From an optimization exercise on the open Yosys and OpenROAD flow, aimed at small area, a short achievable clock period and few clock cycles; shortcuts taken in it are not production practice.
Where RTL was checked, it was by simulation tests only, not by an equivalence proof against the original.
The RTL of run 2 was laid out without a check of its function.
No activity file was given, so power comes from the tool's default toggle rates.

==> design.v <==
module ex_stage (
  input  logic        clk,
  input  logic        rst,
  input  logic [31:0] i_inst,
  input  logic [2:0]  i_alusel,
  input  logic [4:0]  i_aluop,
  input  logic [31:0] i_srcLeft,
  input  logic [31:0] i_srcRight,
  input  logic [1:0]  i_memop,
  input  logic [4:0]  i_dest,
  input  logic        i_writeEnable,
  input  logic        i_flush,
  output logic [31:0] o_result,
  output logic [1:0]  o_memop,
  output logic [31:0] o_memAddr,
  output logic [31:0] o_storeData,
  output logic [4:0]  o_dest,
  output logic        o_writeEnable,
  output logic        o_overflow,
  output logic        o_stallReq
);
  localparam logic [2:0] SEL_SPECIAL = 3'd0, SEL_LOGIC = 3'd1, SEL_ARITH = 3'd2,
                         SEL_MULDIV  = 3'd3, SEL_MEMACC = 3'd4;
  logic [31:0] A, B;
  assign A = i_srcLeft;
  assign B = i_srcRight;
  function automatic logic [5:0] bitlen(input logic [31:0] x);
    logic [5:0] n;
    n = 6'd0;
    for (int i = 0; i < 32; i++) if (x[i]) n = i + 1;
    bitlen = n;
  endfunction
  function automatic logic [31:0] rev32(input logic [31:0] x);
    for (int i = 0; i < 32; i++) rev32[i] = x[31 - i];
  endfunction
  logic [31:0] r0_q, r1_q, x_q;
  logic [32:0] m_q;
  logic [5:0]  cnt_q;
  logic [2:0]  dg_q;
  logic        busy_q, swap_q, div_q, sgn_q, xs_q, negq_q, dom_q, sub_q;
  logic        kill, is_md, uses_hl, stall, retire, md_start, mthi, mtlo;
  assign kill     = rst | i_flush;
  assign is_md    = (i_alusel == SEL_MULDIV) && (i_aluop[4:2] == 3'd0);
  assign uses_hl  = is_md || ((i_alusel == SEL_SPECIAL) && (i_aluop != 5'd0) && (i_aluop <= 5'd4));
  assign stall    = !kill && busy_q && uses_hl;
  assign retire   = !kill && !stall;
  assign md_start = retire && is_md;
  assign mthi     = retire && (i_alusel == SEL_SPECIAL) && (i_aluop == 5'd3);
  assign mtlo     = retire && (i_alusel == SEL_SPECIAL) && (i_aluop == 5'd4);
  logic        sgn, an, bn, op_div, swp, dz, qz, mneg;
  logic [31:0] ta, tb, msel, sh_out;
  logic [5:0]  lza, lzb, bl, na, lbd, s_div, bl2;
  logic        mlow;
  assign op_div  = i_aluop[1];
  assign sgn     = !i_aluop[0];
  assign an      = sgn && A[31];
  assign bn      = sgn && B[31];
  assign ta      = A ^ {32{an}};
  assign tb      = B ^ {32{bn}};
  assign lza     = bitlen(ta);
  assign lzb     = bitlen(tb);
  assign swp     = lza < lzb;
  assign bl      = swp ? lza : lzb;
  assign msel    = swp ? A : B;
  assign mneg    = swp ? an : bn;
  assign bl2     = bl - 6'd2;
  assign mlow    = (bl == 6'd1) ? 1'b0 : msel[bl2[4:0]];
  assign na      = lza + {5'd0, an};         
  assign lbd     = (lzb == 6'd0) ? {5'd0, bn} : lzb;   
  assign dz      = (lzb == 6'd0) && !bn;     
  assign qz      = na < lbd;                 
  assign s_div   = na - lbd;
  assign sh_out  = B << s_div[4:0];
  logic        last, neg, two, zero, c, accept;
  logic [34:0] base, addv;
  logic [33:0] add_a, add_b, add_s;
  logic        add_c;
  logic [30:0] r0_inc;
  logic [29:0] r0_dec;
  logic [3:0]  tq0, tq1;
  logic [31:0] r0_mul0, r0_mul1, r0_mul, r0_div;
  logic [4:0]  nj;
  logic        qbit;
  assign last = (cnt_q == 6'd1);
  assign neg  = dg_q[2] && !(dg_q[1] && dg_q[0]);
  assign two  = (dg_q == 3'b100) || (dg_q == 3'b011);
  assign zero = (dg_q == 3'b000) || (dg_q == 3'b111);
  assign base = zero ? 35'd0 : (two ? {xs_q, xs_q, x_q, 1'b0} : {xs_q, xs_q, xs_q, x_q});
  assign addv = base ^ {35{neg}};
  always_comb begin
    if (div_q) begin
      add_a = {{2{sgn_q && r1_q[31]}}, r1_q};
      add_b = {m_q[32], m_q} ^ {34{sub_q}};
      add_c = sub_q;
    end else begin
      add_a = {2'b00, r1_q[29:0], 2'b00};
      add_b = {2'b00, addv[31:0]};
      add_c = neg;
    end
  end
  assign add_s  = add_a + add_b + {33'd0, add_c};
  assign c      = add_s[32];
  assign accept = dom_q ? (add_s[33] || (add_s == 34'd0)) : !add_s[33];
  assign r0_inc = r0_q[30:0] + 31'd1;
  assign r0_dec = r0_q[29:0] - 30'd1;
  function automatic logic [31:0] r0_add(input logic [3:0] t, input logic [29:0] r,
                                         input logic [29:0] ri, input logic [29:0] rd);
    case (t[3:2])
      2'b01:   r0_add = {ri, t[1:0]};
      2'b11:   r0_add = {rd, t[1:0]};
      default: r0_add = {r, t[1:0]};
    endcase
  endfunction
  assign tq0     = {2'b00, r1_q[31:30]} + {addv[34], addv[34:32]};
  assign tq1     = tq0 + 4'd1;
  assign r0_mul0 = r0_add(tq0, r0_q[29:0], r0_inc[29:0], r0_dec);
  assign r0_mul1 = r0_add(tq1, r0_q[29:0], r0_inc[29:0], r0_dec);
  assign r0_mul  = c ? r0_mul1 : r0_mul0;
  assign qbit   = accept ^ negq_q;
  assign r0_div = (last && negq_q) ? (qbit ? {r0_inc, 1'b0} : {r0_q[30:0], 1'b1})
                                   : {r0_q[30:0], qbit};
  assign nj = cnt_q[4:0] - 5'd2;
  always_ff @(posedge clk) begin
    if (rst) begin
      r0_q   <= '0;
      r1_q   <= '0;
      swap_q <= 1'b0;
      busy_q <= 1'b0;
    end else if (busy_q) begin
      cnt_q <= cnt_q - 6'd1;
      dg_q  <= {dg_q[0], m_q[{nj, 1'b1}], m_q[{nj, 1'b0}]};
      if (div_q) begin
        r0_q <= r0_div;
        if (accept) r1_q <= add_s[31:0];
        m_q  <= {m_q[32], m_q[32:1]};
      end else begin
        r0_q <= r0_mul;
        r1_q <= add_s[31:0];
      end
      if (last) busy_q <= 1'b0;
    end else if (md_start) begin
      div_q  <= op_div;
      sgn_q  <= sgn;
      x_q    <= swp ? B : A;
      xs_q   <= swp ? bn : an;
      negq_q <= an ^ bn;
      dom_q  <= an;
      sub_q  <= an == bn;
      m_q    <= op_div ? {bn, sh_out} : {msel, 1'b0};
      dg_q   <= bl[0] ? {mneg, !mneg, mlow} : {mneg, mneg, !mneg};
      swap_q <= op_div;
      r1_q   <= op_div ? A : 32'd0;
      r0_q   <= {32{op_div && (dz || ((an ^ bn) && !qz))}};
      if (op_div) begin
        cnt_q  <= s_div + 6'd1;
        busy_q <= !dz && !qz;
      end else begin
        cnt_q  <= (bl + 6'd2) >> 1;
        busy_q <= !((lza == 6'd0 && !an) || (lzb == 6'd0 && !bn));
      end
    end else begin
      if (mthi) begin
        if (swap_q) r1_q <= A; else r0_q <= A;
      end
      if (mtlo) begin
        if (swap_q) r0_q <= A; else r1_q <= A;
      end
    end
  end
  logic [31:0] hi, lo;
  assign hi = swap_q ? r1_q : r0_q;
  assign lo = swap_q ? r0_q : r1_q;
  logic [31:0] mem_addr, sum, diff, sh_in, sh_r, sh_res, res;
  logic [31:0] sum_lo, diff_lo;
  logic        cs31, cd31, cd32, add_ovf, sub_ovf, n31, slt, sltu, left, fill;
  logic [63:0] sh_full;
  logic        we, ovf;
  assign mem_addr = A + {{16{i_inst[15]}}, i_inst[15:0]};
  assign {cs31, sum_lo[30:0]}  = {1'b0, A[30:0]} + {1'b0, B[30:0]};
  assign {cd31, diff_lo[30:0]} = {1'b0, A[30:0]} + {1'b0, ~B[30:0]} + 32'd1;
  assign sum      = {A[31] ^ B[31] ^ cs31, sum_lo[30:0]};
  assign diff     = {A[31] ^ ~B[31] ^ cd31, diff_lo[30:0]};
  assign cd32     = (A[31] & ~B[31]) | ((A[31] | ~B[31]) & cd31);
  assign add_ovf  = (A[31] ~^ B[31]) & (A[31] ^ cs31);
  assign n31      = B[31] ^ (|B[30:0]);
  assign sub_ovf  = (A[31] ~^ n31) & (B[31] ~^ cd31);
  assign sltu     = !cd32;
  assign slt      = (A[31] != B[31]) ? A[31] : diff[31];
  assign left    = (i_aluop[1:0] == 2'd0);
  assign fill    = i_aluop[1] && A[31];
  assign sh_in   = left ? rev32(A) : A;
  assign sh_full = {{32{fill}}, sh_in} >> B[4:0];
  assign sh_r    = sh_full[31:0];
  assign sh_res  = left ? rev32(sh_r) : sh_r;
  always_comb begin
    res = '0;
    we  = i_writeEnable;
    ovf = 1'b0;
    case (i_alusel)
      SEL_SPECIAL: case (i_aluop)
        5'd0:    ;
        5'd1:    begin res = hi; we = 1'b1; end
        5'd2:    begin res = lo; we = 1'b1; end
        default: we = 1'b0;
      endcase
      SEL_LOGIC: case (i_aluop)
        5'd0:    res = A & B;
        5'd1:    res = A | B;
        5'd2:    res = A ^ B;
        5'd3:    res = ~(A | B);
        5'd4, 5'd5, 5'd6: res = sh_res;
        default: we = 1'b0;
      endcase
      SEL_ARITH: case (i_aluop)
        5'd0:    begin res = sum;  ovf = add_ovf; end
        5'd1:    begin res = diff; ovf = sub_ovf; end
        5'd2:    res = {31'd0, slt};
        5'd3:    res = {31'd0, sltu};
        default: we = 1'b0;
      endcase
      SEL_MEMACC: res = mem_addr;
      default:    we = 1'b0;
    endcase
    if (ovf || stall) we = 1'b0;
  end
  assign o_result      = kill ? '0 : res;
  assign o_memop       = kill ? 2'd0 : i_memop;
  assign o_memAddr     = kill ? '0 : mem_addr;
  assign o_storeData   = kill ? '0 : i_srcRight;
  assign o_dest        = kill ? '0 : i_dest;
  assign o_writeEnable = !kill && we;
  assign o_overflow    = !kill && ovf;
  assign o_stallReq    = stall;
endmodule
==> run.sh <==
#!/bin/bash
# synth_recipe.tcl (not shown) runs the flow's synth.tcl, then flattens the netlist and writes it again
# the make line also repeats each setting of config.mk as NAME=value (left out here)
make -C /OpenROAD-flow-scripts/flow DESIGN_CONFIG=/design/flow/config.mk WORK_HOME=/design/flow/orfs CLKGATE_MAP_FILE= SYNTH_SCRIPT=/design/flow/synth_recipe.tcl finish
==> config.mk <==
export PLATFORM = sky130hd
export DESIGN_NAME = ex_stage
export DESIGN_NICKNAME = ex_stage
export VERILOG_FILES = /design/flow/design.v
export SDC_FILE = /design/flow/constraint.sdc
export NUM_CORES = 4
export LEC_CHECK = 0
export ABC_AREA = 0
export CAP_MARGIN = 20
export CORE_MARGIN = 2
export CORE_UTILIZATION = 40
export SETUP_SLACK_MARGIN = 2.5
export SLEW_MARGIN = 20
==> constraint.sdc <==
create_clock -name core_clock -period 9.0 [get_ports {clk}]
set_input_delay 1.8000 -clock core_clock [delete_from_list [all_inputs] [get_ports {clk}]]
set_output_delay 1.8000 -clock core_clock [all_outputs]
set_load 0.01 [all_outputs]
==> results of run 1 <==
-- layout make-up --
cell class,count,area (sq um),area share [%]
multi-input combinational,3457,25200,69.2
clock inverter,15,189,0.518
antenna,6,15.0,0.0412
timing repair buffer,560,5050,13.9
clock buffer,17,425,1.17
tap,940,1180,3.23
inverter,137,634,1.74
sequential,146,3730,10.2
-- worst min path at each step --
stage	from	end	slack [ns]	cells after the start
4_1_cts	swap_q	swap_q	0.47	2
2_1_floorplan	r1_q[24]	r1_q[24]	0.45	2
5_1_grt	swap_q	swap_q	0.52	2
6_report	swap_q	swap_q	0.47	2
3_5_place_dp	swap_q	swap_q	0.46	2
3_3_place_gp	swap_q	swap_q	0.46	2
-- sequential cells by signal (all words and copies together), names as in the netlist --
name    count
negq_q      1
xs_q        1
cnt_q       6
swap_q      1
sgn_q       1
r0_q       32
r1_q       32
dom_q       1
m_q        33
dg_q        3
div_q       1
x_q        32
sub_q       1
busy_q      1
-- layer usage --
| layer | vias to the layer above | GRT usage (%) | part of all wire (%) |
|---|---|---|---|
| met2 | 2357 | 57.4 | 41 |
| met5 | - | 0 | 0.044 |
| met1 | 16542 | 52.4 | 39 |
| li1 | 15538 | - | - |
| met4 | 10 | 23.9 | 7.5 |
| met3 | 573 | 11.4 | 13 |
-- through the flow --
stage / util [%] / worst slack, ns / area, sq um / power, mW
CTS: 49.9 / 1.81 / 35100 / 3.59
floorplan: - / 2.17 / 28700 / 1.94
finish: 51.9 / 1.66 / 36400 / 3.84
detailed placement: 45.8 / 0.193 / 32200 / 2.61
global placement: 45.8 / 0.151 / 32200 / 2.61
global route: 51.8 / 1.59 / 36400 / 3.98
-- worst max-delay path, delay by kind of cell --
| family | cells | cell delay, ns |
|---|---|---|
| AOI/OAI and AO/OA | 11 | 1.69 |
| and+or+nand+nor | 2 | 0.31 |
| adders and majority gates | 2 | 0.71 |
| buffers and inverters | 4 | 0.78 |
| muxes | 1 | 0.22 |
-- power by group through the flow --
stage               clock (mW)  sequential (mW)  combinational (mW)
floorplan                    0            0.742                1.20
global route             0.806            0.730                2.44
finish                   0.774            0.730                2.34
detailed placement           0            0.745                1.87
global placement             0            0.745                1.86
CTS                      0.783            0.729                2.07
-- timing repair --
action	4_1_cts	5_1_grt
gates resized for setup	627	258
hold endpoints to repair	0	0
setup buffers	94	49
cloned	2	3
pin swaps	124	70
endpoints found under the setup margin	132	153
-- cell families after synthesis --
family / Yosys count / synth area share (%)
buf+inv: 497 / 6.82
flops: 146 / 13.1
simple gates: 1395 / 22.1
fa+ha+maj: 192 / 8.68
compound gates: 1369 / 30.7
mux: 259 / 11.1
xor+xnor: 242 / 7.45
-- placed cells by master (no fill, tap or decap), types with 39 or more instances in the layout --
master           synthesis  final
a211oi_1                76     52
a21o_1                  43     41
a21oi_1                382    319
a21oi_2                  1     55
a22oi_1                 60     56
a31oi_1                 58     54
buf_4                    4    291
buf_6                    3     44
clkdlybuf4s50_1          0    105
dfxtp_1                 66     64
edfxtp_1                80     80
ha_1                   183    126
ha_4                     0     39
inv_1                  127     88
mux2i_1                179    137
mux4_2                  42     42
nand2_1                473    467
nand3_1                 88     88
nor2_1                 447    430
nor3_1                 118    100
o211ai_1                45     45
o21ai_0                307    261
o21ai_1                 41     66
xnor2_1                191    178
xor2_1                  51     40
==> flow_results.org, run 1 <==
** Floorplanning
- Starting density of the core :: 40.5%
- IO Pins :: 221
- The floorplan step set the die height to 271 um.
- In this run the standard cell core region covers 0.0703 sq mm.
- The floorplan has 97 rows.
- In this run the horizontal extent of the chip is 271 um.
- The die covers 0.0733 sq mm.

** Pwr
- Of the total power, the share spent switching nets is 46.8%.
- PwrDens :: 105 mW/mm^2
- Fraction of power consumed by sequential logic :: 19.0%
- Fraction of power consumed by the clock network :: 20.2%
- Maximum resistive drop on vdd :: 0.158 mV
- Total net switching power :: 1.80 mW
- Of the total power, combinational logic draws 60.8%.
- Internal power comes to 2.04 mW.
- Static Leakage :: 13.7 nW

** Clock tree
- CTS tree :: yes
- Clock Latency Late Sink :: 0.50 ns
- Clock Tree Root :: clkbuf_16
- For this design, the CTS-stage hold fixing added 0 buffers.
- Clock Sinks :: 146
- Bufs on Longest Clock Path :: 2
- After clock tree synthesis, the clock-pin slew on the worst setup and hold paths is 0.07 ns.
- Inserted Clock Buffers :: 17
- CTS H-tree lvls :: 4

** STA
- Clock skew on the completed layout was measured at 0.0281 ns.
- Time the final worst path needs with I/O delays and setup :: 7.34 ns
- Setup repair after global routing could not meet its margin everywhere.
- Max Transition Viols Final :: 0
- Setup tns final :: 0 ns
- Actual transition at the worst max-transition pin :: 1.34 ns
- Maximum clock frequency :: 136 MHz
- Post-route fraction of the period consumed by the critical path :: 81.5%
- Setup-violating endpoint count in the final report :: 0
- Worst relative slew slack :: 10.3%
- Final Hold Vio Count :: 0
- Hold is met by 0.472 ns.

** Synthesis
- Gate count after technology mapping :: 4100
- Number of synthesized flops with an enable pin :: 80
- In the post-synthesis netlist, the cell with the most instances is nand2_1.
- For this run, asynchronously set or reset flops after synthesis account for 0%.
- Largest area contributor in the netlist :: edfxtp_1
- Leading cell types by total area after synthesis :: edfxtp_1, ha_1, a21oi_1
- The most used flip-flop cell after synthesis is edfxtp_1.
- Commonest cells in the netlist :: nand2_1, nor2_1, a21oi_1
- Summed over its instances, the top area cell type makes up 8.44% of the synthesized netlist area.
- Counting flops and latches in the post-synthesis netlist gives 146.
- Of the synthesized area, sequential elements account for 13.1%.
- The number of nets handed over by synthesis was 4407.
- A synthesized cell averages 6.94 sq um.
- The synthesized netlist contains 101 unique library cells.
- Yosys warning total :: 1
- Mapped cell area :: 0.0285 sq mm

** GRT
- Pin count of the biggest net entering global routing :: 86
- Number of global-route vias before repair :: 31122
- Antenna violations before repair :: 12
- Global-route total usage across every layer :: 39.8%
- Global-route wire length before repair :: 218000 um
- Total gr overflow :: 0

** Setup path
- Critical Path, Cell by Cell :: clkdlybuf4s15_2 -> buf_8 -> ha_1 -> a21oi_4 -> nor3_4 -> o21ai_4 -> a31oi_4 -> a31o_4 -> a2bb2oi_4 -> a21oi_2 -> o21ai_2 -> a211oi_4 -> fa_2 -> mux2i_4 -> buf_6 -> a21oi_2 -> a222oi_1 -> o21a_1 -> nor2_2 -> buf_2
- STA classifies the critical path startpoint as an input port.
- Worst setup path class :: in2out
- For the worst setup path, the data arrival time is 5.54 ns.
- Worst-case register-to-register setup slack :: 2.94 ns
- The largest individual stage delay along the critical path comes from the cell fa_2.
- In this run the worst setup path terminates at o_result[0].
- Worst setup startpoint :: i_srcLeft[3]
- On the worst path, the slowest cell contributes a delay of 0.43 ns.
- The endpoint identified for the worst register-to-register timing path is r1_q[22].
- The worst register-to-register path begins at dg_q[0].
- STA classifies the critical path endpoint as an output pin.
- Required time reported for the critical path endpoint :: 7.20 ns
- Cell with the most instances on the worst path :: a21oi_2
- Counting cells, the worst reg-to-reg path comes to 21.
- Along the worst path, the maximum fanout reaches 14.

** Routing
- Vias post-DR :: 35020
- The first detailed-routing pass took 8 iterations.
- For this block, the initial DRC count from the detailed router was 5197.
- In the routed design, unresolved DRC markers number 0.
- Remaining antenna violation count after routing :: 0
- Using the TritonRoute via totals, the vias-per-cell ratio works out to 6.64.
- Summed over all layers, the routed wires come to 154000 um.
- Avg WL per Cell :: 29.1 um

** Placed design
- Number of cells after detailed placement :: 5092
- Count of port buffers added during placement :: 204
- Detailed placement ended at an HPWL of 115000 um.
- The congestion estimate from routability-driven global placement came to 1.11.

** Job
- Count of max-cap constraint violations :: 0

** Cells and area
- In the final layout, the share of cells above drive strength 1 is 22.5%.
- The final layout contains 4626 nets.
- For this run, the number of standard cells in the final layout without fillers is 5278.
- The filler cells instantiated in the layout total 6831.
- Layout-stage area growth over the synthesis result :: 28.0%

** Outcome
- The run finished with no timing, DRC or antenna violations.

** Worst hold path
- The path class of the tightest hold or removal check is reg2reg.
Testbench counts, summed over its fixed seeds: cycles 7,336.
==> run 2: changes to the inputs <==
--- a/design.v
+++ b/design.v
@@ -24,2 +24,3 @@
   logic [31:0] A, B;
+  logic [31:0] hi, lo;
   assign A = i_srcLeft;
@@ -39,3 +40,3 @@
   logic [2:0]  dg_q;
-  logic        busy_q, swap_q, div_q, sgn_q, xs_q, negq_q, dom_q, sub_q;
+  logic        busy_q, swap_q, div_q, sgn_q, xs_q, negq_q, dom_q, sub_q, prep_q;
   logic        kill, is_md, uses_hl, stall, retire, md_start, mthi, mtlo;
@@ -51,3 +52,4 @@
   logic [31:0] ta, tb, msel, sh_out;
-  logic [5:0]  lza, lzb, bl, na, lbd, s_div, bl2;
+  logic [5:0]  dsh;
+  logic [5:0]  lza, lzb, bl, na, lbd, s_div;
   logic        mlow;
@@ -65,4 +67,12 @@
   assign mneg    = swp ? an : bn;
-  assign bl2     = bl - 6'd2;
-  assign mlow    = (bl == 6'd1) ? 1'b0 : msel[bl2[4:0]];
+  function automatic logic below_lead(input logic [31:0] t);
+    logic seen;
+    below_lead = 1'b0;
+    seen = 1'b0;
+    for (int i = 31; i >= 1; i--) begin
+      if (!seen && t[i]) below_lead = t[i-1];
+      seen = seen | t[i];
+    end
+  endfunction
+  assign mlow    = (bl == 6'd1) ? 1'b0 : ((swp ? below_lead(ta) : below_lead(tb)) ^ mneg);
   assign na      = lza + {5'd0, an};         
@@ -72,3 +82,4 @@
   assign s_div   = na - lbd;
-  assign sh_out  = B << s_div[4:0];
+  assign dsh     = cnt_q - 6'd1;
+  assign sh_out  = m_q[31:0] << dsh[4:0];
   logic        last, neg, two, zero, c, accept;
@@ -77,4 +88,4 @@
   logic        add_c;
-  logic [30:0] r0_inc;
-  logic [29:0] r0_dec;
+  logic [30:0] r0_id;
+  logic        r0_down;
   logic [3:0]  tq0, tq1;
@@ -103,11 +114,7 @@
   assign accept = dom_q ? (add_s[33] || (add_s == 34'd0)) : !add_s[33];
-  assign r0_inc = r0_q[30:0] + 31'd1;
-  assign r0_dec = r0_q[29:0] - 30'd1;
+  assign r0_down = !div_q && tq0[3];
+  assign r0_id   = r0_q[30:0] + {{30{r0_down}}, 1'b1};
   function automatic logic [31:0] r0_add(input logic [3:0] t, input logic [29:0] r,
-                                         input logic [29:0] ri, input logic [29:0] rd);
-    case (t[3:2])
-      2'b01:   r0_add = {ri, t[1:0]};
-      2'b11:   r0_add = {rd, t[1:0]};
-      default: r0_add = {r, t[1:0]};
-    endcase
+                                         input logic [29:0] rid);
+    r0_add = (t[3:2] == 2'b00) ? {r, t[1:0]} : {rid, t[1:0]};
   endfunction
@@ -115,7 +122,7 @@
   assign tq1     = tq0 + 4'd1;
-  assign r0_mul0 = r0_add(tq0, r0_q[29:0], r0_inc[29:0], r0_dec);
-  assign r0_mul1 = r0_add(tq1, r0_q[29:0], r0_inc[29:0], r0_dec);
+  assign r0_mul0 = r0_add(tq0, r0_q[29:0], r0_id[29:0]);
+  assign r0_mul1 = r0_add(tq1, r0_q[29:0], r0_id[29:0]);
   assign r0_mul  = c ? r0_mul1 : r0_mul0;
   assign qbit   = accept ^ negq_q;
-  assign r0_div = (last && negq_q) ? (qbit ? {r0_inc, 1'b0} : {r0_q[30:0], 1'b1})
+  assign r0_div = (last && negq_q) ? (qbit ? {r0_id, 1'b0} : {r0_q[30:0], 1'b1})
                                    : {r0_q[30:0], qbit};
@@ -128,2 +135,6 @@
       busy_q <= 1'b0;
+      prep_q <= 1'b0;
+    end else if (prep_q) begin
+      m_q    <= {m_q[32], sh_out};
+      prep_q <= 1'b0;
     end else if (busy_q) begin
@@ -148,3 +159,3 @@
       sub_q  <= an == bn;
-      m_q    <= op_div ? {bn, sh_out} : {msel, 1'b0};
+      m_q    <= op_div ? {bn, B} : {msel, 1'b0};
       dg_q   <= bl[0] ? {mneg, !mneg, mlow} : {mneg, mneg, !mneg};
@@ -156,2 +167,3 @@
         busy_q <= !dz && !qz;
+        prep_q <= !dz && !qz;
       end else begin
@@ -169,3 +181,2 @@
   end
-  logic [31:0] hi, lo;
   assign hi = swap_q ? r1_q : r0_q;
@@ -176,3 +187,2 @@
   logic [63:0] sh_full;
-  logic        we, ovf;
   assign mem_addr = A + {{16{i_inst[15]}}, i_inst[15:0]};
@@ -187,3 +197,3 @@
   assign sltu     = !cd32;
-  assign slt      = (A[31] != B[31]) ? A[31] : diff[31];
+  assign slt      = !cd32 ^ A[31] ^ B[31];
   assign left    = (i_aluop[1:0] == 2'd0);
@@ -194,40 +204,44 @@
   assign sh_res  = left ? rev32(sh_r) : sh_r;
+  logic live, is_sp, is_lg, is_ar, is_mem;
+  logic s_hi, s_lo, s_and, s_or, s_xor, s_nor, s_sh, s_add, s_sub, s_slt, s_sltu, s_mem;
+  logic we_base, ovf;
+  assign live   = !kill;
+  assign is_sp  = i_alusel == SEL_SPECIAL;
+  assign is_lg  = i_alusel == SEL_LOGIC;
+  assign is_ar  = i_alusel == SEL_ARITH;
+  assign is_mem = i_alusel == SEL_MEMACC;
+  assign s_hi   = live && is_sp && (i_aluop == 5'd1);
+  assign s_lo   = live && is_sp && (i_aluop == 5'd2);
+  assign s_and  = live && is_lg && (i_aluop == 5'd0);
+  assign s_or   = live && is_lg && (i_aluop == 5'd1);
+  assign s_xor  = live && is_lg && (i_aluop == 5'd2);
+  assign s_nor  = live && is_lg && (i_aluop == 5'd3);
+  assign s_sh   = live && is_lg && (i_aluop >= 5'd4) && (i_aluop <= 5'd6);
+  assign s_add  = live && is_ar && (i_aluop == 5'd0);
+  assign s_sub  = live && is_ar && (i_aluop == 5'd1);
+  assign s_slt  = live && is_ar && (i_aluop == 5'd2);
+  assign s_sltu = live && is_ar && (i_aluop == 5'd3);
+  assign s_mem  = live && is_mem;
+  assign res = ({32{s_and}} & (A & B)) | ({32{s_or}} & (A | B)) | ({32{s_xor}} & (A ^ B))
+             | ({32{s_nor}} & ~(A | B)) | ({32{s_hi}} & hi) | ({32{s_lo}} & lo)
+             | ({32{s_sh}} & sh_res) | ({32{s_add}} & sum) | ({32{s_sub}} & diff)
+             | ({32{s_mem}} & mem_addr) | {31'd0, (s_slt & slt) | (s_sltu & sltu)};
   always_comb begin
-    res = '0;
-    we  = i_writeEnable;
-    ovf = 1'b0;
+    we_base = 1'b0;
     case (i_alusel)
-      SEL_SPECIAL: case (i_aluop)
-        5'd0:    ;
-        5'd1:    begin res = hi; we = 1'b1; end
-        5'd2:    begin res = lo; we = 1'b1; end
-        default: we = 1'b0;
-      endcase
-      SEL_LOGIC: case (i_aluop)
-        5'd0:    res = A & B;
-        5'd1:    res = A | B;
-        5'd2:    res = A ^ B;
-        5'd3:    res = ~(A | B);
-        5'd4, 5'd5, 5'd6: res = sh_res;
-        default: we = 1'b0;
-      endcase
-      SEL_ARITH: case (i_aluop)
-        5'd0:    begin res = sum;  ovf = add_ovf; end
-        5'd1:    begin res = diff; ovf = sub_ovf; end
-        5'd2:    res = {31'd0, slt};
-        5'd3:    res = {31'd0, sltu};
-        default: we = 1'b0;
-      endcase
-      SEL_MEMACC: res = mem_addr;
-      default:    we = 1'b0;
+      SEL_SPECIAL: we_base = (i_aluop == 5'd0) ? i_writeEnable : ((i_aluop == 5'd1) || (i_aluop == 5'd2));
+      SEL_LOGIC:   we_base = (i_aluop <= 5'd6) && i_writeEnable;
+      SEL_ARITH:   we_base = (i_aluop <= 5'd3) && i_writeEnable;
+      SEL_MEMACC:  we_base = i_writeEnable;
+      default:     we_base = 1'b0;
     endcase
-    if (ovf || stall) we = 1'b0;
   end
-  assign o_result      = kill ? '0 : res;
-  assign o_memop       = kill ? 2'd0 : i_memop;
-  assign o_memAddr     = kill ? '0 : mem_addr;
-  assign o_storeData   = kill ? '0 : i_srcRight;
-  assign o_dest        = kill ? '0 : i_dest;
-  assign o_writeEnable = !kill && we;
-  assign o_overflow    = !kill && ovf;
+  assign ovf = (s_add & add_ovf) | (s_sub & sub_ovf);
+  assign o_result      = res;
+  assign o_memop       = i_memop & {2{live}};
+  assign o_memAddr     = mem_addr & {32{live}};
+  assign o_storeData   = i_srcRight & {32{live}};
+  assign o_dest        = i_dest & {5{live}};
+  assign o_writeEnable = live && we_base && !stall && !ovf;
+  assign o_overflow    = ovf;
   assign o_stallReq    = stall;
==> run 2 against run 1 <==
  * Still clean on timing, DRC and antenna
  * Worst setup slack improved by 0.12 ns
  * Clock skew is 0.010 ns lower
  * Sequential power is 0.7% lower
  * Synthesized area rose by 3.5%
  * Critical endpoint unchanged
==> flow_results.org, run 2 <==
** Worst hold path
- The startpoint identified for the worst hold timing path is r0_q[2].
- Cell count of the worst hold path :: 2
- For hold timing, the worst endpoint is r0_q[2].
- The path class of the tightest hold or removal check is reg2reg.

** Cells and area
- Cell area after layout :: 0.0379 sq mm
- Multi-input combinational cell area :: 0.0259 sq mm
- Non-filler instance count after layout :: 5420
- Leaving out fill and tap cells, the most frequent cell in the layout is nor2_1.
- Register bank with the most flops :: m_q
- Fillers :: 7110
- The area growth from synthesis to layout is 28.7%.
- Commonest cells after routing, fill and taps aside :: nor2_1, a21oi_1, nand2_1
- Number of nets in the final layout :: 4781
- Storage cell area :: 0.00374 sq mm
- Flip-flop count of the largest register, all copies and words added :: 33
- In the final layout, the share of cells above drive strength 1 is 22.7%.

** GRT
- Entering global routing, the biggest net connects 141 pins.
- The number of antenna violations at the first check in global routing was 11.
- Total gr overflow :: 0
- Across every metal layer, demand over resource in global routing totals 41.8%.
- Global-route wire length before repair :: 232000 um
- The number of global-route vias before repair came to 32498.

** Floorplanning
- Row count :: 99
- Width of the chip :: 275 um
- The floorplan step defined a die boundary enclosing 0.0759 sq mm.
- The initial utilization of the core area, before any placement, comes to 40.4%.
- During I/O placement, the number of pins put on the boundary was 221.
- Placeable core area :: 0.0730 sq mm
- Height of the die :: 275 um

** Routing
- Starting DRC count in detailed routing :: 5486
- Amount of wire on met3 after detailed routing :: 19500 um
- After detailed routing, the number of remaining DRC violations is 0.
- The detailed router put a total of 65000 um of wire on met1.
- Vias post-DR :: 36461
- The final layout contains routed wiring with a total length of 167000 um.
- Remaining antenna violation count after routing :: 0
- Total met2 wirelength after detailed routing :: 68700 um
- Avg WL per Cell :: 30.8 um
- Post-DR vias/cell :: 6.73
- Signal routing reaches up to met5.
- Length of the first detailed-routing pass in iterations :: 9

** Synthesis
- The cell area that synthesis handed to floorplanning was 0.0295 sq mm.
- Counting instances in the post-synthesis netlist gives the leading cell types as nor2_1, a21oi_1, nand2_1.
- For this run, asynchronously set or reset flops after synthesis account for 0%.
- Post-synthesis register bit count :: 147
- Summed over its instances, the top area cell type makes up 9.09% of the synthesized netlist area.
- The biggest area contributor in the post-synthesis netlist is ha_1.
- Yosys warning total :: 1
- Predominant post-synthesis flop cell :: edfxtp_1
- In this run, synthesis inferred 80 flip-flops with an integrated enable.
- Among all cell types in the netlist, the one instantiated most often is nor2_1.
- For this run, the register share of the synthesized area comes to 12.7%.
- Counting every net in the synthesized netlist gives 4472.
- Each instance of the synthesized netlist takes up on average 7.13 sq um.
- After synthesis, the netlist uses 108 different library cells.
- Gate count after technology mapping :: 4131
- Leading cell types by total area after synthesis :: ha_1, edfxtp_1, a21oi_1

** Clock tree
- The clock tree synthesis step divided the H-tree into 4 levels.
- The clock reaches the later pin of the worst-skew pair after 0.46 ns.
- Clock Tree Root :: clkbuf_16
- Inserted Clock Buffers :: 17
- In this run the deepest clock path goes through 2 buffers.
- The clock net in this run drives a total of 147 sinks.
- Number of buffers inserted by hold repair at cts :: 0
- TritonCTS built the clock tree.
- Clock-pin slew was measured on the worst setup and hold paths at 0.08 ns.

** Setup path
- The worst register-to-register path ends at r0_q[15].
- Worst EP arrival :: 5.42 ns
- In this run the worst path has a maximum fanout of 3.
- Cell with the most instances on the worst path :: a21oi_4
- Critical Path, Cell by Cell :: buf_8 -> buf_12 -> inv_8 -> ha_4 -> o21bai_4 -> a21oi_4 -> o21bai_1 -> a21oi_2 -> o21ai_4 -> a21oi_4 -> nor3_4 -> o221ai_4 -> a211oi_2 -> o22ai_4 -> fa_2 -> nand2_2 -> o21ai_2 -> buf_4 -> a31oi_1 -> nand4_1 -> buf_2
- Worst setup path class :: in2out
- Path depth of the worst reg2reg path :: 20
- For the worst setup path, the data required time is 7.20 ns.
- Cell with the biggest individual delay on the critical path :: fa_2
- For this run, the slowest stage of the critical path takes 0.37 ns.
- Startpoint of the worst register-to-register path :: dg_q[0]
- The worst setup path is launched from an input port.
- The setup check on the worst reg-to-reg path leaves a slack of 2.83 ns.
- Critical Path Sink Type :: output pin

** Job
- Max-cap violations in this run came to 0.

** STA
- For the final database, setup skew stands at 0.0180 ns.
- The number of hold violations in the final report came to 0.
- Actual transition at the worst max-transition pin :: 1.07 ns
- The worst pin sits at a relative slew slack of 28.9%.
- Maximum clock frequency :: 138 MHz
- Setup-violating endpoint count in the final report :: 0
- Max Transition Viols Final :: 0
- Post-route fraction of the period consumed by the critical path :: 80.3%
- Setup total negative slack on the finished layout was measured at 0 ns.
- Setup repair after global routing could not meet its margin everywhere.
- Time the final worst path needs with I/O delays and setup :: 7.22 ns

** Placed design
- DP Wirelength :: 123000 um
- Number of cells after detailed placement :: 5177
- Once placement finished, the instance area stood at 0.0333 sq mm.
- Count of port buffers added during placement :: 204
- Final weighted congestion of routability-driven global placement :: 1.10

** Pwr
- Post-route total power :: 3.18 mW
- In this run the static leakage power is 15.2 nW.
- Maximum resistive drop on vdd :: 0.136 mV
- Dividing total power by cell area gives a power density of 83.9 mW/mm^2.

** Outcome
- The flow ran to the end and the layout has no timing, DRC or antenna violations.
[run 2: cell count changes after synthesis, sizes merged, moves of 23 or more]
| cell | previous run | this run |
|---|---|---|
| mux2 | 37 | 65 |
| a211oi | 78 | 109 |
| a221o | 11 | 40 |
| a21oi | 383 | 457 |
| o21ai | 350 | 327 |
| nor3 | 119 | 91 |
| nand2 | 473 | 342 |
| nor2 | 447 | 502 |
| xnor2 | 191 | 139 |
| ha | 183 | 214 |
| a31oi | 58 | 29 |
[run 2: per-layer routing]
metal,track usage (%),up-vias
met4,29.2,12
met3,11.6,558
met5,0,-
met2,60.0,2409
met1,53.9,17375
li1,-,16107
[run 2: report_power, final]
part	leakage [nW]	switching [mW]	total [mW]	internal [mW]
logic	13.6	1.04	1.71	0.668
clock network	0.302	0.325	0.747	0.422
registers	1.26	0.00459	0.725	0.721
total	15.2	1.37	3.18	1.81
[run 2: repair_timing]
item / 4_1_cts / 5_1_grt
setup buffers: 141 / 50
gates resized for setup: 705 / 212
pin swaps: 144 / 119
endpoints found under the setup margin: 165 / 144
cloned: 6 / 4
[run 2: per-stage QoR]
step                hold slack, ns  setup WS (ns)  util [%]
finish                       0.586           1.78      52.0
global route                 0.599           1.80      51.9
CTS                          0.575           1.84      50.3
detailed placement           0.555          0.421      45.6
global placement             0.560          0.390      45.6
floorplan                    0.456           2.37         -
[run 2: critical path, delay by kind of cell]
| kind | cells | cell delay, ns |
|---|---|---|
| adders and majority gates | 2 | 0.57 |
| AOI/OAI and AO/OA | 11 | 1.72 |
| buffers and inverters | 5 | 0.73 |
| and+or+nand+nor | 3 | 0.60 |
[run 2: cells by family (layout without fill, tap and decap cells)]
logic type / Yosys count / count (layout) / synth area share, %
AOI/OAI and AO/OA: 1528 / 1528 / 34.4
xor gates and xnor gates: 184 / 184 / 5.52
adders and majority gates: 226 / 226 / 9.90
buffers and inverters: 496 / 813 / 6.69
DFF: 147 / 147 / 12.7
muxes: 287 / 288 / 11.4
other: 0 / 8 / 0
and+or+nand+nor: 1263 / 1267 / 19.3
[run 2: worst max-delay path by stage]
stage	startpoint	end	depth (start not counted)
after floorplan	i_srcRight[8]	o_result[31]	14
after global placement	i_srcLeft[0]	o_result[31]	18
after detailed placement	i_srcLeft[0]	o_result[31]	18
after CTS	i_srcLeft[0]	o_result[30]	17
after global routing	i_srcLeft[0]	o_result[30]	20
final	i_srcRight[1]	o_result[0]	21
[run 2: layout make-up]
type	instances	area share, %
multi-input cells	3493	68.4
repair buffers	615	15.0
flip-flops and latches	147	9.88
well taps	959	3.16
inverters	165	1.92
clock buffers	22	1.39
clock inverters	10	0.208
diodes	8	0.0528
repair inverters	1	0.0231
==> run 3: changes to the inputs <==
--- a/design.v
+++ b/design.v
@@ -40,3 +40,3 @@
   logic [2:0]  dg_q;
-  logic        busy_q, swap_q, div_q, sgn_q, xs_q, negq_q, dom_q, sub_q, prep_q;
+  logic        busy_q, swap_q, div_q, sgn_q, xs_q, negq_q, dom_q, sub_q;
   logic        kill, is_md, uses_hl, stall, retire, md_start, mthi, mtlo;
@@ -52,4 +52,3 @@
   logic [31:0] ta, tb, msel, sh_out;
-  logic [5:0]  dsh;
-  logic [5:0]  lza, lzb, bl, na, lbd, s_div;
+  logic [5:0]  lza, lzb, bl, na, lbd, s_div, bl2;
   logic        mlow;
@@ -67,12 +66,4 @@
   assign mneg    = swp ? an : bn;
-  function automatic logic below_lead(input logic [31:0] t);
-    logic seen;
-    below_lead = 1'b0;
-    seen = 1'b0;
-    for (int i = 31; i >= 1; i--) begin
-      if (!seen && t[i]) below_lead = t[i-1];
-      seen = seen | t[i];
-    end
-  endfunction
-  assign mlow    = (bl == 6'd1) ? 1'b0 : ((swp ? below_lead(ta) : below_lead(tb)) ^ mneg);
+  assign bl2     = bl - 6'd2;
+  assign mlow    = (bl == 6'd1) ? 1'b0 : msel[bl2[4:0]];
   assign na      = lza + {5'd0, an};         
@@ -82,4 +73,3 @@
   assign s_div   = na - lbd;
-  assign dsh     = cnt_q - 6'd1;
-  assign sh_out  = m_q[31:0] << dsh[4:0];
+  assign sh_out  = B << s_div[4:0];
   logic        last, neg, two, zero, c, accept;
@@ -135,6 +125,2 @@
       busy_q <= 1'b0;
-      prep_q <= 1'b0;
-    end else if (prep_q) begin
-      m_q    <= {m_q[32], sh_out};
-      prep_q <= 1'b0;
     end else if (busy_q) begin
@@ -159,3 +145,3 @@
       sub_q  <= an == bn;
-      m_q    <= op_div ? {bn, B} : {msel, 1'b0};
+      m_q    <= op_div ? {bn, sh_out} : {msel, 1'b0};
       dg_q   <= bl[0] ? {mneg, !mneg, mlow} : {mneg, mneg, !mneg};
@@ -167,3 +153,2 @@
         busy_q <= !dz && !qz;
-        prep_q <= !dz && !qz;
       end else begin
==> run 3 against run 2 <==
  * Still clean on timing, DRC and antenna
  * Final cell count fell by 7.4%
  * Fmax shrank 0.30%
  * Via count shrank 5.8%
  * Global-route usage rose by 0.23 points
  * Core utilization increased by 1.2 points
  * Synthesized cell count shrank 9.5%
  * First-iteration DRC count is 6.1% lower
  * Sequential power rose by 1%
  * Clock skew about the same
  * Sequential share of layout area increased by 0.32 points
  * Critical path type unchanged
  * Critical endpoint is now o_result[31]
  * Largest power group unchanged
==> flow_results.org, run 3 <==
** Outcome
- The flow ran to the end and the layout has no timing, DRC or antenna violations.

** Placed design
- Final weighted congestion of routability-driven global placement :: 1.10
- Count of port buffers added during placement :: 204
- Number of cells after detailed placement :: 4744
- After detailed placement, the total cell area comes to 0.0313 sq mm.
- The wire-length estimate of the detail-placed layout is 112000 um.
- Before CTS, the worst setup slack after placement is 0.398 ns.

** Synthesis
- Commonest cells in the netlist :: nor2_1, a21oi_1, nand2_1
- Largest area contributor in the netlist :: ha_1
- Count leader, synth :: nor2_1
- Share of Yosys cell area claimed by the top area cell type :: 9.46%
- Predominant post-synthesis flop cell :: edfxtp_1
- Syn nets :: 4074
- Gate count after technology mapping :: 3739
- Counting flops and latches in the post-synthesis netlist gives 146.
- Yosys warning total :: 1
- The average instance in the mapped netlist occupies 7.43 sq um.
- Number of synthesized flops with an enable pin :: 80
- Post-synthesis sequential area ratio :: 13.4%
- Post-synth cell types :: 98
- Share of flip-flops with an asynchronous set or reset after synthesis :: 0%
- Sorting the synthesized cells by area gives the leading types as ha_1, mux2i_1, edfxtp_1.
- Mapped cell area :: 0.0278 sq mm

** Routing
- For this block, the initial DRC count from the detailed router was 5151.
- For this run, design rule violations remaining after detail routing come to 0.
- Vias post-DR :: 34347
- Final wirelength :: 157000 um
- In the final routed layout, each cell accounts on average for 31.2 um.
- Remaining antenna violation count after routing :: 0
- Post-DR vias/cell :: 6.85
- For this run, the detailed router's first-pass iteration total came to 8.

** GRT
- Number of global-route vias before repair :: 30695
- Met2 Track Usage GR :: 57.6%
- Pin count of the biggest net entering global routing :: 90
- Global-route total usage across every layer :: 42.0%
- Met3 routing resource usage after global routing :: 14.3%
- Total gr overflow :: 0
- Peak-usage layer in the global routing report :: met2
- Global routing met1 resource utilization :: 53.9%
- Antenna violations before repair :: 7
- Global-route wire length before repair :: 217000 um

** Cells and area
- For this run, the number of standard cells in the final layout without fillers is 5017.
- Commonest cells after routing, fill and taps aside :: nor2_1, buf_4, nand2_1
- Most frequent standard cell in the layout excluding fill and tap cells :: nor2_1
- At the end of the flow, the number of nets in the layout was 4396.
- Layout-stage area growth over the synthesis result :: 31.5%
- Fraction of layout instances using a drive strength above 1 :: 25.7%
- Fillers :: 6639
- Register bank with the most flops :: m_q
- Cells fill 53.2% of the core in the end.
- Flip-flop count of the largest register, all copies and words added :: 33
- Cell area after layout :: 0.0365 sq mm

** STA
- Across the routed clock network, the largest skew measured is 0.0175 ns.
- Time the final worst path needs with I/O delays and setup :: 7.24 ns
- Worst relative slew slack :: 26.7%
- At the pin with the least slew margin, the transition time is 1.09 ns.
- Setup total negative slack on the finished layout was measured at 0 ns.
- Setup-violating endpoint count in the final report :: 0
- Hold is met by 0.563 ns.
- Post-route fraction of the period consumed by the critical path :: 80.5%
- Setup repair after global routing could not meet its margin everywhere.
- The final number of max-transition violations came to 0.
- Final Hold Vio Count :: 0
- After layout, the worst setup slack is 1.76 ns.
- Maximum clock frequency :: 138 MHz

** Setup path
- STA puts the critical path data arrival time at 5.44 ns.
- Among the stages of the critical path, the cell type that occurs most often is o21ai_2.
- The worst setup path is captured at an output pin.
- Cell with the biggest individual delay on the critical path :: fa_1
- Required time reported for the critical path endpoint :: 7.20 ns
- In this run the worst path has a maximum fanout of 6.
- The worst setup path is launched from an input port.
- The signal on the critical path passes through clkdlybuf4s15_1 -> inv_1 -> ha_4 -> or3_4 -> or3_1 -> o2111a_2 -> o21ai_2 -> and2_4 -> inv_2 -> fa_1 -> nor2_1 -> a221o_1 -> nor3_2 -> o21ai_1 -> a21oi_1 -> o21ai_2 -> buf_2.
- For this run, the slowest stage of the critical path takes 0.49 ns.
- Worst setup path class :: in2out

** Clock tree
- The H-tree was split into 4 levels.
- Register clock-pin slew on the reported worst setup and hold paths :: 0.07 ns
- Counting every sink on the clock net gives 146.
- TritonCTS built the clock tree.
- Clock tree synthesis inserted a total of 17 buffers.
- Bufs on Longest Clock Path :: 2
- For the worst-skew pair, the clock arrives at the later sink with an insertion delay of 0.49 ns.
- Clock tree synthesis selected as its root buffer the cell clkbuf_16.
- Number of buffers inserted by hold repair at cts :: 0

** Floorplanning
- IO Pins :: 221
- The floorplan has 96 rows.
- Height of the die :: 268 um
- The initial utilization of the core area, before any placement, comes to 40.4%.
- DIE AREA :: 0.0716 sq mm
- The floorplan step set the die width to 268 um.
- Placeable core area :: 0.0687 sq mm

** Pwr
- Post-route total power :: 3.90 mW
- Maximum resistive drop on vdd :: 0.135 mV
- Static Leakage :: 15.0 nW
- For this design the ratio of total power to cell area is 107 mW/mm^2.

** Job
- The tool flagged a number of max-cap violations equal to 0.

** Worst hold path
- The min-delay analysis places its worst path in the category reg2reg.
==> run 3: cell types whose count changed in the layout (fill, tap and decap cells not counted), moves of 27 or more <==
| cell | before | now |
|---|---|---|
| a211oi_1 | 95 | 47 |
| a21oi_1 | 392 | 233 |
| a221oi_1 | 25 | 75 |
| a2bb2oi_1 | 28 | 1 |
| mux2i_1 | 173 | 224 |
| nand2_1 | 334 | 273 |
| nor2_1 | 478 | 404 |
| o21ai_0 | 257 | 182 |
| o2bb2ai_1 | 3 | 34 |
==> run 3: logic make-up after synthesis <==
kind of cell / synth area share, %
buffers and inverters: 6.41
and+or+nand+nor: 19.3
adders and majority gates: 10.2
muxes: 14.4
DFF: 13.4
AOI/OAI and AO/OA: 30.6
xor gates and xnor gates: 5.71
==> run 3: layer usage <==
metal,wire [um],up-vias
met5,134,-
met4,14600,4
met3,22800,695
met2,61200,2687
met1,57800,16207
li1,-,14754
==> run 3: report_power, final <==
group          switching, mW  internal [mW]
logic                   1.45          0.952
registers            0.00482          0.727
clock network          0.391          0.377
total                   1.84           2.06
==> run 3: worst paths after layout <==
| kind | startpoint | endpoint | slack, ns | cells past startpoint |
|---|---|---|---|---|
| worst max register to register | dg_q[2] | r0_q[23] | 2.82 | 20 |
| worst min-delay path | r1_q[20] | r1_q[20] | 0.56 | 1 |
| worst max-delay path | i_srcRight[21] | o_result[31] | 1.76 | 17 |
| worst min register to register | r1_q[20] | r1_q[20] | 0.56 | 1 |
==> run 3: repair_timing <==
item	4_1_cts	5_1_grt
cloned	3	2
pin swaps	114	88
setup endpoints to repair	168	118
gates resized for setup	707	342
setup buffers	125	99
==> run 3: final cells by class <==
| class | count | area [sq um] | area share [%] |
|---|---|---|---|
| clock inverters | 15 | 178 | 0.486 |
| clock buffers | 17 | 425 | 1.16 |
| well taps | 931 | 1160 | 3.19 |
| repair buffers | 603 | 5590 | 15.3 |
| multi-input cells | 3146 | 24700 | 67.7 |
| diodes | 12 | 30.0 | 0.0822 |
| repair inverters | 1 | 8.76 | 0.0240 |
| flip-flops and latches | 146 | 3720 | 10.2 |
| inverters | 146 | 673 | 1.84 |
==> run 3: worst max-delay path: cells and delay by family <==
| kind | cells | cell delay (ns) |
|---|---|---|
| adder cells (fa/ha/maj) | 2 | 0.77 |
| AO/OA/AOI/OAI | 6 | 1.12 |
| AND/OR/NAND/NOR | 5 | 0.99 |
| buffers and inverters | 4 | 0.76 |
Testbench counts of run 3, summed over its fixed seeds: cycles 7,336.
==> run 4: changes to the inputs <==
--- a/design.v
+++ b/design.v
@@ -168,17 +168,33 @@
   assign lo = swap_q ? r0_q : r1_q;
-  logic [31:0] mem_addr, sum, diff, sh_in, sh_r, sh_res, res;
-  logic [31:0] sum_lo, diff_lo;
-  logic        cs31, cd31, cd32, add_ovf, sub_ovf, n31, slt, sltu, left, fill;
+  function automatic logic [32:0] ks_carry(input logic [31:0] g, input logic [31:0] p,
+                                           input logic cin);
+    logic [31:0] gg, pp;
+    gg = g;
+    pp = p;
+    gg[0] = g[0] | (p[0] & cin);
+    for (int d = 1; d < 32; d = d * 2)
+      for (int i = 31; i >= d; i--) begin
+        gg[i] = gg[i] | (pp[i] & gg[i - d]);
+        pp[i] = pp[i] & pp[i - d];
+      end
+    ks_carry = {gg, cin};    
+  endfunction
+  logic [31:0] imm, nb, pa, pd, pm, mem_addr, sh_in, sh_r, sh_res, res, ar_p, ar_c;
+  logic [32:0] ca, cd, cm;
+  logic        add_ovf, sub_ovf, n31, slt, sltu, left, fill;
   logic [63:0] sh_full;
-  assign mem_addr = A + {{16{i_inst[15]}}, i_inst[15:0]};
-  assign {cs31, sum_lo[30:0]}  = {1'b0, A[30:0]} + {1'b0, B[30:0]};
-  assign {cd31, diff_lo[30:0]} = {1'b0, A[30:0]} + {1'b0, ~B[30:0]} + 32'd1;
-  assign sum      = {A[31] ^ B[31] ^ cs31, sum_lo[30:0]};
-  assign diff     = {A[31] ^ ~B[31] ^ cd31, diff_lo[30:0]};
-  assign cd32     = (A[31] & ~B[31]) | ((A[31] | ~B[31]) & cd31);
-  assign add_ovf  = (A[31] ~^ B[31]) & (A[31] ^ cs31);
+  assign imm      = {{16{i_inst[15]}}, i_inst[15:0]};
+  assign nb       = ~B;
+  assign pa       = A ^ B;
+  assign pd       = A ^ nb;
+  assign pm       = A ^ imm;
+  assign ca       = ks_carry(A & B, pa, 1'b0);
+  assign cd       = ks_carry(A & nb, pd, 1'b1);
+  assign cm       = ks_carry(A & imm, pm, 1'b0);
+  assign mem_addr = pm ^ cm[31:0];
+  assign add_ovf  = (A[31] ~^ B[31]) & (A[31] ^ ca[31]);
   assign n31      = B[31] ^ (|B[30:0]);
-  assign sub_ovf  = (A[31] ~^ n31) & (B[31] ~^ cd31);
-  assign sltu     = !cd32;
-  assign slt      = !cd32 ^ A[31] ^ B[31];
+  assign sub_ovf  = (A[31] ~^ n31) & (B[31] ~^ cd[31]);
+  assign sltu     = !cd[32];
+  assign slt      = !cd[32] ^ A[31] ^ B[31];
   assign left    = (i_aluop[1:0] == 2'd0);
@@ -209,6 +225,8 @@
   assign s_mem  = live && is_mem;
-  assign res = ({32{s_and}} & (A & B)) | ({32{s_or}} & (A | B)) | ({32{s_xor}} & (A ^ B))
+  assign ar_p = ({32{s_add}} & pa) | ({32{s_sub}} & pd) | ({32{s_mem}} & pm);
+  assign ar_c = ({32{s_add}} & ca[31:0]) | ({32{s_sub}} & cd[31:0]) | ({32{s_mem}} & cm[31:0]);
+  assign res = ({32{s_and}} & (A & B)) | ({32{s_or}} & (A | B)) | ({32{s_xor}} & pa)
              | ({32{s_nor}} & ~(A | B)) | ({32{s_hi}} & hi) | ({32{s_lo}} & lo)
-             | ({32{s_sh}} & sh_res) | ({32{s_add}} & sum) | ({32{s_sub}} & diff)
-             | ({32{s_mem}} & mem_addr) | {31'd0, (s_slt & slt) | (s_sltu & sltu)};
+             | ({32{s_sh}} & sh_res) | (ar_p ^ ar_c)
+             | {31'd0, (s_slt & slt) | (s_sltu & sltu)};
   always_comb begin
==> run 4 against run 3 <==
  * Hold slack got worse by 0.0026 ns
  * Wire length fell by 5.8%
  * Register-to-register slack got worse by 0.08 ns
  * Largest power group unchanged
  * Still clean
  * Global-route usage fell by 4.1 points
  * Highest routed layer unchanged
  * Critical path depth rose by 1
  * Via count rose by 0.47%
  * Clock skew fell by 0.0055 ns
==> flow_results.org, run 4 <==
** Outcome
- The flow ran to the end and the layout has no timing, DRC or antenna violations.

** STA
- Post-route fraction of the period consumed by the critical path :: 80.1%
- Setup tns final :: 0 ns
- Setup violations remaining at the end of the flow were counted as 0.
- For the pin with the worst max-slew slack, the measured transition is 1.06 ns.
- Maximum clock frequency :: 139 MHz
- The worst path in the final design needs a cycle of 7.21 ns, including I/O delays and setup.
- Setup repair after global routing could not meet its margin everywhere.
- Final hold slack :: 0.560 ns
- Post-Route Skew :: 0.0120 ns
- The final number of max-transition violations was 0.
- Headroom to the max-slew limit came out at 28.3%.
- The number of hold violations in the final report is 0.

** Synthesis
- In the synthesized netlist, the number of instances is 3916.
- The netlist uses 102 different library cells.
- Of the synthesized area, sequential elements account for 13.2%.
- Count leader, synth :: nand2_1
- In the synthesized netlist, the cells that appear most often are nand2_1, a21oi_1, nor2_1.
- Leading cell types by total area after synthesis :: ha_1, edfxtp_1, mux2i_1
- ha_1 takes more of the synthesized area than any other cell.
- Number of synthesized flops with an enable pin :: 80
- For this run, the number of Yosys warnings is 1.
- Post-Syn Area per Cell :: 7.22 sq um
- Predominant post-synthesis flop cell :: edfxtp_1
- Share of flip-flops with an asynchronous set or reset after synthesis :: 0%
- Syn nets :: 4248
- In this run, synthesis produced a sequential element count of 146.
- Share of Yosys cell area claimed by the top area cell type :: 9.34%
- Mapped cell area :: 0.0283 sq mm

** Pwr
- Switching share of power :: 45.1%
- Post-route total power :: 3.71 mW
- Fraction of power consumed by the clock network :: 19.0%
- Power share of the combinational group :: 61.3%
- Summed over all nets, the switching power comes to 1.67 mW.
- Internal power of the cells :: 2.03 mW
- PwrDens :: 101 mW/mm^2
- Fraction of power consumed by sequential logic :: 19.7%
- Static Leakage :: 14.5 nW
- IR analysis of the VDD net gives a maximum drop of 0.134 mV.

** Routing
- The detailed router finished its first iteration with 5315 violations.
- In the routed design, unresolved DRC markers number 0.
- Length of the first detailed-routing pass in iterations :: 7
- In the final routed layout, each cell accounts on average for 28.5 um.
- Post-DR vias/cell :: 6.67
- Vias post-DR :: 34509
- Summed over all layers, the routed wires come to 147000 um.
- In this run the remaining antenna-violating nets after routing total 0.

** Setup path
- STA classifies the critical path startpoint as an input port.
- Data arrives at the worst endpoint at 5.41 ns.
- CP endpoint :: o_writeEnable
- The worst setup path is captured at an output pin.
- In this run the critical register-to-register path is captured at r0_q[28].
- Required time reported for the critical path endpoint :: 7.20 ns
- Worst setup path class :: in2out
- Path depth of the worst reg2reg path :: 19
- Along the worst path, the maximum fanout reaches 3.
- The startpoint identified for the worst register-to-register timing path is dg_q[0].
- Worst setup startpoint :: i_srcLeft[1]
- Worst-case register-to-register setup slack :: 2.74 ns

** Cells and area
- Most frequent standard cell in the layout excluding fill and tap cells :: nand2_1
- Layout-stage area growth over the synthesis result :: 29.7%
- Final Util :: 52.4%
- The top cell types in the final layout, fill and taps aside, are nand2_1, nor2_1, a21oi_1.
- After routing the design area is 0.0367 sq mm.
- Number of nets in the final layout :: 4546
- Register bank with the most flops :: m_q
- Cells with a size suffix above 1 make up 25.2% of the layout.
- Flip-flop count of the largest register, all copies and words added :: 33

** GRT
- Global-route wire length before repair :: 208000 um
- Entering global routing, the biggest net connects 111 pins.
- The number of antenna violations at the first check in global routing came to 11.
- The number of global-route vias before repair came to 30660.
- Total gr overflow :: 0
- Global routing used 38.0% of the available tracks.

** Clock tree
- The cell sitting at the root of the clock tree is a clkbuf_16.
- CTS tree :: yes
- Clock Sinks :: 146
- Bufs on Longest Clock Path :: 2
- Inserted Clock Buffers :: 17
- Clock-pin slew was measured on the worst setup and hold paths at 0.06 ns.
- The clock tree synthesis step divided the H-tree into 4 levels.
- The later pin in the worst-skew pair is clocked with a latency of 0.45 ns.

** Floorplanning
- IO Pins :: 221
- DIE AREA :: 0.0728 sq mm
- Placeable core area :: 0.0700 sq mm
- Starting density of the core :: 40.4%
- Measured along the y axis, the die boundary spans 270 um.
- In this run the core area contains 97 standard-cell rows.
- From left edge to right edge, the die measures 270 um.

** Placed design
- DP Wirelength :: 106000 um
- After detailed placement, the total cell area comes to 0.0318 sq mm.
- Final weighted congestion of routability-driven global placement :: 1.05
- Count of port buffers added during placement :: 204

** Worst hold path
- The tightest min-delay check is of the reg2reg type.

** Job
- Max-cap violations in this run came to 0.
==> run 4: cells by family after synthesis <==
logic type,after synthesis,synth area share (%)
adders and majority gates,217,9.77
DFF,146,13.2
xor gates and xnor gates,170,5.27
AOI/OAI and AO/OA,1358,31.6
muxes,330,13.9
and+or+nand+nor,1225,19.8
buffers and inverters,470,6.55
==> run 4: layout make-up <==
type                    instances  area [sq um]
diodes                          3          7.51
clock buffers                  17           425
clock inverters                15           141
fillers                      6784         33400
inverters                     143           608
multi-input cells            3306         25000
flip-flops and latches        146          3730
well taps                     940          1180
repair buffers                600          5560
==> run 4: critical path, cell delays in order <==
cell and delay, ns:
buf_8 0.10, buf_12 0.12, buf_8 0.12, ha_4 0.15, o21bai_4 0.17, a21oi_4 0.16, o21ai_2 0.10, a211o_1 0.35
o211ai_1 0.28, o211ai_1 0.20, a221o_1 0.42, nor2b_4 0.17, a21o_4 0.23, a21oi_4 0.17, nor2_2 0.05, a22o_4 0.26
a211oi_4 0.35, buf_2 0.21
==> run 4: repair_timing <==
item                       4_1_cts  5_1_grt
resized for setup              648      315
gates cloned                     9        1
pin swaps                      119      109
setup endpoints to repair      147      145
hold buffers                     0        0
buffers inserted               126       86
==> run 4: worst min-delay path by stage <==
stage	startpoint	end	slack, ns	depth (start not counted)
after floorplan	r1_q[7]	r1_q[7]	0.46	2
final	r1_q[9]	r1_q[9]	0.56	2
after detailed placement	r1_q[9]	r1_q[9]	0.54	2
after global routing	r1_q[3]	r1_q[3]	0.57	2
after CTS	r1_q[9]	r1_q[9]	0.55	2
after global placement	r1_q[9]	r1_q[9]	0.52	2
==> run 4: power groups by stage <==
stage          Combinational (mW)  Sequential [mW]  Clock, mW
2_1_floorplan                1.11            0.743          0
3_3_place_gp                 1.75            0.745          0
3_5_place_dp                 1.75            0.745          0
6_report                     2.27            0.730      0.703
4_1_cts                      1.94            0.730      0.708
5_1_grt                      2.38            0.730      0.732
==> run 4: layer usage <==
metal / up-vias / global-route usage, % / wire (um)
met3: 607 / 10.5 / 19300
met5: - / 0 / 76
met2: 2396 / 53.9 / 58100
met1: 16285 / 50.6 / 58000
li1: 15209 / - / -
met4: 12 / 23.7 / 12000
==> run 4: through the flow <==
step,cells,worst slack [ns]
after floorplan,3916,2.32
after global placement,4913,0.360
after detailed placement,4913,0.371
after CTS,5080,1.84
after global routing,5167,1.75
final,5170,1.79
Testbench counts of run 4, summed over its fixed seeds: cycles 7,336.
==> run 5: changes to the inputs <==
--- a/config.mk
+++ b/config.mk
@@ -13 +13,2 @@
 export SLEW_MARGIN = 20
+export TNS_END_PERCENT = 10
==> run 5 against run 4 <==
  * Synthesized area unchanged
  * Core utilization decreased by 2.6 points
  * Design area decreased by 5.0%
  * Power decreased by 7.4%
  * Via count decreased by 2.6%
  * Final cell count decreased by 1.8%
  * Critical path type unchanged
  * Die area unchanged
  * Sequential power about the same
  * Largest cell class unchanged
  * Combinational power decreased by 15%
  * Sequential share of layout area increased by 0.53 points
  * Clock skew increased by 0.0022 ns
  * Flip-flop and latch count unchanged
==> flow_results.org, run 5 <==
** Synthesis
- In this run, distinct cell masters in the synthesized netlist total 102.
- Mapped cell area :: 0.0283 sq mm
- Largest area contributor in the netlist :: ha_1
- By area the synthesized netlist is led by ha_1, edfxtp_1, mux2i_1.
- Number of synthesized flops with an enable pin :: 80
- By instance count, the leading cell after synthesis is nand2_1.
- A synthesized cell averages 7.22 sq um.
- For this run, the number of Yosys warnings is 1.
- Of the synthesized area, sequential elements account for 13.2%.
- Post-synthesis register bit count :: 146
- For this run, the leading register cell type out of synthesis is edfxtp_1.
- Share of flip-flops with an asynchronous set or reset after synthesis :: 0%
- Synthesis produced a netlist with a net count of 4248.
- Share of Yosys cell area claimed by the top area cell type :: 9.34%
- By count the netlist is led by nand2_1, a21oi_1, nor2_1.
- Synthesis handed over a netlist of 3916 instances.

** STA
- In this run the tightest slew margin relative to its limit is 23.8%.
- Maximum clock frequency :: 138 MHz
- Setup violations remaining at the end of the flow were counted as 0.
- The worst path uses 80.2% of the clock period.
- Actual transition at the worst max-transition pin :: 1.13 ns
- Post-Route Skew :: 0.0142 ns
- Max Transition Viols Final :: 0
- Final Hold Vio Count :: 0
- Unrepaired setup endpoints after global routing :: true
- Across all hold checks on the routed design, the worst slack comes to 0.488 ns.
- Setup tns final :: 0 ns
- Time the final worst path needs with I/O delays and setup :: 7.22 ns

** Clock tree
- Clock Latency Late Sink :: 0.46 ns
- Clock Sinks :: 146
- Clock Tree Root :: clkbuf_16
- Register clock-pin slew on the reported worst setup and hold paths :: 0.08 ns
- For this design, the CTS-stage hold fixing added 0 buffers.
- Counting the buffers created by CTS gives 17.
- CTS H-tree lvls :: 4
- The clock passes through at most 2 buffers.
- TritonCTS built the clock tree.

** Cells and area
- Storage cell area :: 0.00373 sq mm
- Relative to the synthesized area, the layout overhead comes to 23.2%.
- After the last flow step, the layout net total stands at 4452.
- Fillers :: 6946
- The library cells used most frequently in the layout, excluding fill and tap cells, are nand2_1, nor2_1, a21oi_1.
- Most frequent standard cell in the layout excluding fill and tap cells :: nand2_1
- Cell area after layout :: 0.0348 sq mm
- Register bank with the most flops :: m_q
- Multi-input combinational cell area :: 0.0241 sq mm
- Fraction of layout instances using a drive strength above 1 :: 18.8%
- The register with the most flip-flops in the layout has 33 of them.

** Setup path
- Required time reported for the critical path endpoint :: 7.20 ns
- Worst-case register-to-register setup slack :: 2.61 ns
- STA puts the critical path data arrival time at 5.42 ns.
- In this design, the stage delay of the slowest critical-path cell is 0.97 ns.
- By startpoint and endpoint, the worst setup path is classified as in2out.
- The worst setup path is captured at an output pin.
- Worst Setup Start Kind :: input port
- Cell with the most instances on the worst path :: mux2i_1
- Traced cell by cell, the critical path runs through clkdlybuf4s50_1 -> mux2i_1 -> mux2i_1 -> a21oi_1 -> mux2i_2 -> mux2i_1 -> a21oi_1 -> mux2i_1 -> o21ai_0 -> a31oi_1 -> o211ai_1 -> clkdlybuf4s50_1.
- Among all stages on the critical path, the largest delay is contributed by clkdlybuf4s50_1.
- Crit Path Max Fanout :: 6

** Job
- Count of max-cap constraint violations :: 0

** GRT
- Total gr overflow :: 0
- The first global-routing pass estimated 204000 um of wire.
- Antenna violations before repair :: 12
- Pin count of the biggest net entering global routing :: 112
- Number of global-route vias before repair :: 30607
- Global-route total usage across every layer :: 37.1%

** Floorplanning
- Width of the chip :: 270 um
- Measured along the y axis, the die boundary spans 270 um.
- For this configuration, the core starts out at a cell density of 40.4%.
- 221 I/O pins were placed.
- After floorplanning, the core was sized to cover 0.0700 sq mm.
- The die covers 0.0728 sq mm.
- Row count :: 97

** Placed design
- Total cell area at the placement stage :: 0.0317 sq mm
- Routability-driven placement finished with a final weighted congestion of 1.06.
- DP Wirelength :: 103000 um
- Count of port buffers added during placement :: 204

** Routing
- The first detailed-routing pass took 7 iterations.
- Avg WL per Cell :: 27.9 um
- Summed over all layers, the routed wires come to 142000 um.
- Starting DRC count in detailed routing :: 5039
- Vias post-DR :: 33617
- Post-DR vias/cell :: 6.62
- For this run, design rule violations remaining after detail routing come to 0.
- Once detail routing completed, the nets flagged for antenna violations numbered 0.

** Pwr
- PwrDens :: 98.5 mW/mm^2
- Maximum resistive drop on vdd :: 0.144 mV
- Static Leakage :: 13.7 nW

** Outcome
- Run status :: no timing/DRC/antenna violations

** Worst hold path
- Worst min path class :: reg2reg
run 5: cell counts after synthesis:
No cell type changed its count.
run 5: logic make-up (layout without fill, tap and decap cells):
group                      after synthesis  after routing  synth area share [%]
AOI/OAI and AO/OA                     1358           1359                  31.6
and+or+nand+nor                       1225           1228                  19.8
buffers and inverters                  470            683                  6.55
muxes                                  330            330                  13.9
adders and majority gates              217            217                  9.77
xor gates and xnor gates               170            170                  5.27
DFF                                    146            146                  13.2
other                                    0              5                     0
run 5: final cells by class:
cell class                 count  area share (%)
clock inverter                15           0.582
tap                          940            3.38
antenna                        5          0.0359
clock buffer                  17            1.22
multi-input combinational   3304            69.2
inverter                     143            1.74
sequential                   146            10.7
timing repair buffer         508            13.2
run 5: stage by stage:
| step | setup WS, ns | utilization, % | power (mW) | std cells |
|---|---|---|---|---|
| 6_report | 1.78 | 49.7 | 3.43 | 5078 |
| 5_1_grt | 1.77 | 49.7 | 3.56 | 5073 |
| 4_1_cts | 1.98 | 48.9 | 3.32 | 5054 |
| 3_5_place_dp | 0.561 | 45.3 | 2.43 | 4900 |
| 3_3_place_gp | 0.591 | 45.3 | 2.43 | 4900 |
| 2_1_floorplan | 2.32 | - | 1.85 | 3916 |
run 5: final timing paths:
| check | startpoint | endpoint | cells past startpoint |
|---|---|---|---|
| max | i_srcLeft[29] | o_result[14] | 12 |
| min | swap_q | swap_q | 2 |
| max reg2reg | dg_q[2] | r0_q[31] | 25 |
| min reg2reg | swap_q | swap_q | 2 |
run 5: per-layer routing:
metal,routed length (um),global-route usage (%)
met1,54900,48.4
met2,56600,53.5
met3,19400,11.8
met4,10600,21.5
met5,79,0
run 5: power by group:
part	total (mW)	switching, mW	internal, mW	leakage [nW]
logic	1.92	1.18	0.745	12.1
registers	0.730	0.00379	0.726	1.24
clock network	0.777	0.371	0.406	0.308
total	3.43	1.55	1.88	13.7
run 5: critical path: cells and delay by family:
| family | cells | cell delay (ns) |
|---|---|---|
| multiplexers | 5 | 1.12 |
| AO/OA/AOI/OAI | 5 | 0.93 |
| buffers and inverters | 2 | 1.56 |
run 5: timing repair:
| item | in CTS | in global routing |
|---|---|---|
| setup endpoints to repair | 153 | 157 |
| gates resized for setup | 454 | 91 |
| pin swaps | 92 | 22 |
| cloned | 4 | 0 |
| setup buffers | 118 | 18 |

## re-timing with driven ports
In the flow no input, the clock included, has a driving cell. The finished layouts below were timed again as built, in two steps.
Step 1, drivers: a clkbuf_16 drives clk and a buf_2 each remaining input, both assumed.
Step 2 also shifts input and output timing later by t, the mid clock arrival at the registers, as if the neighbouring blocks saw the same clock.
a / b / c = ideal ports / drivers / drivers and shift; a / b = the first two.
| run | t (ns) | setup slack, ns |
|---|---|---|
| run 1 | 0.546 | 1.662 / 1.596 / 1.596 |
| run 2 | 0.509 | 1.777 / 1.733 / 1.733 |
| run 3 | 0.553 | 1.755 / 1.711 / 1.711 |
| run 4 | 0.503 | 1.789 / 1.744 / 1.744 |
| run 5 | 0.508 | 1.779 / 1.748 / 1.575 |
After both steps every run listed still meets setup and hold.
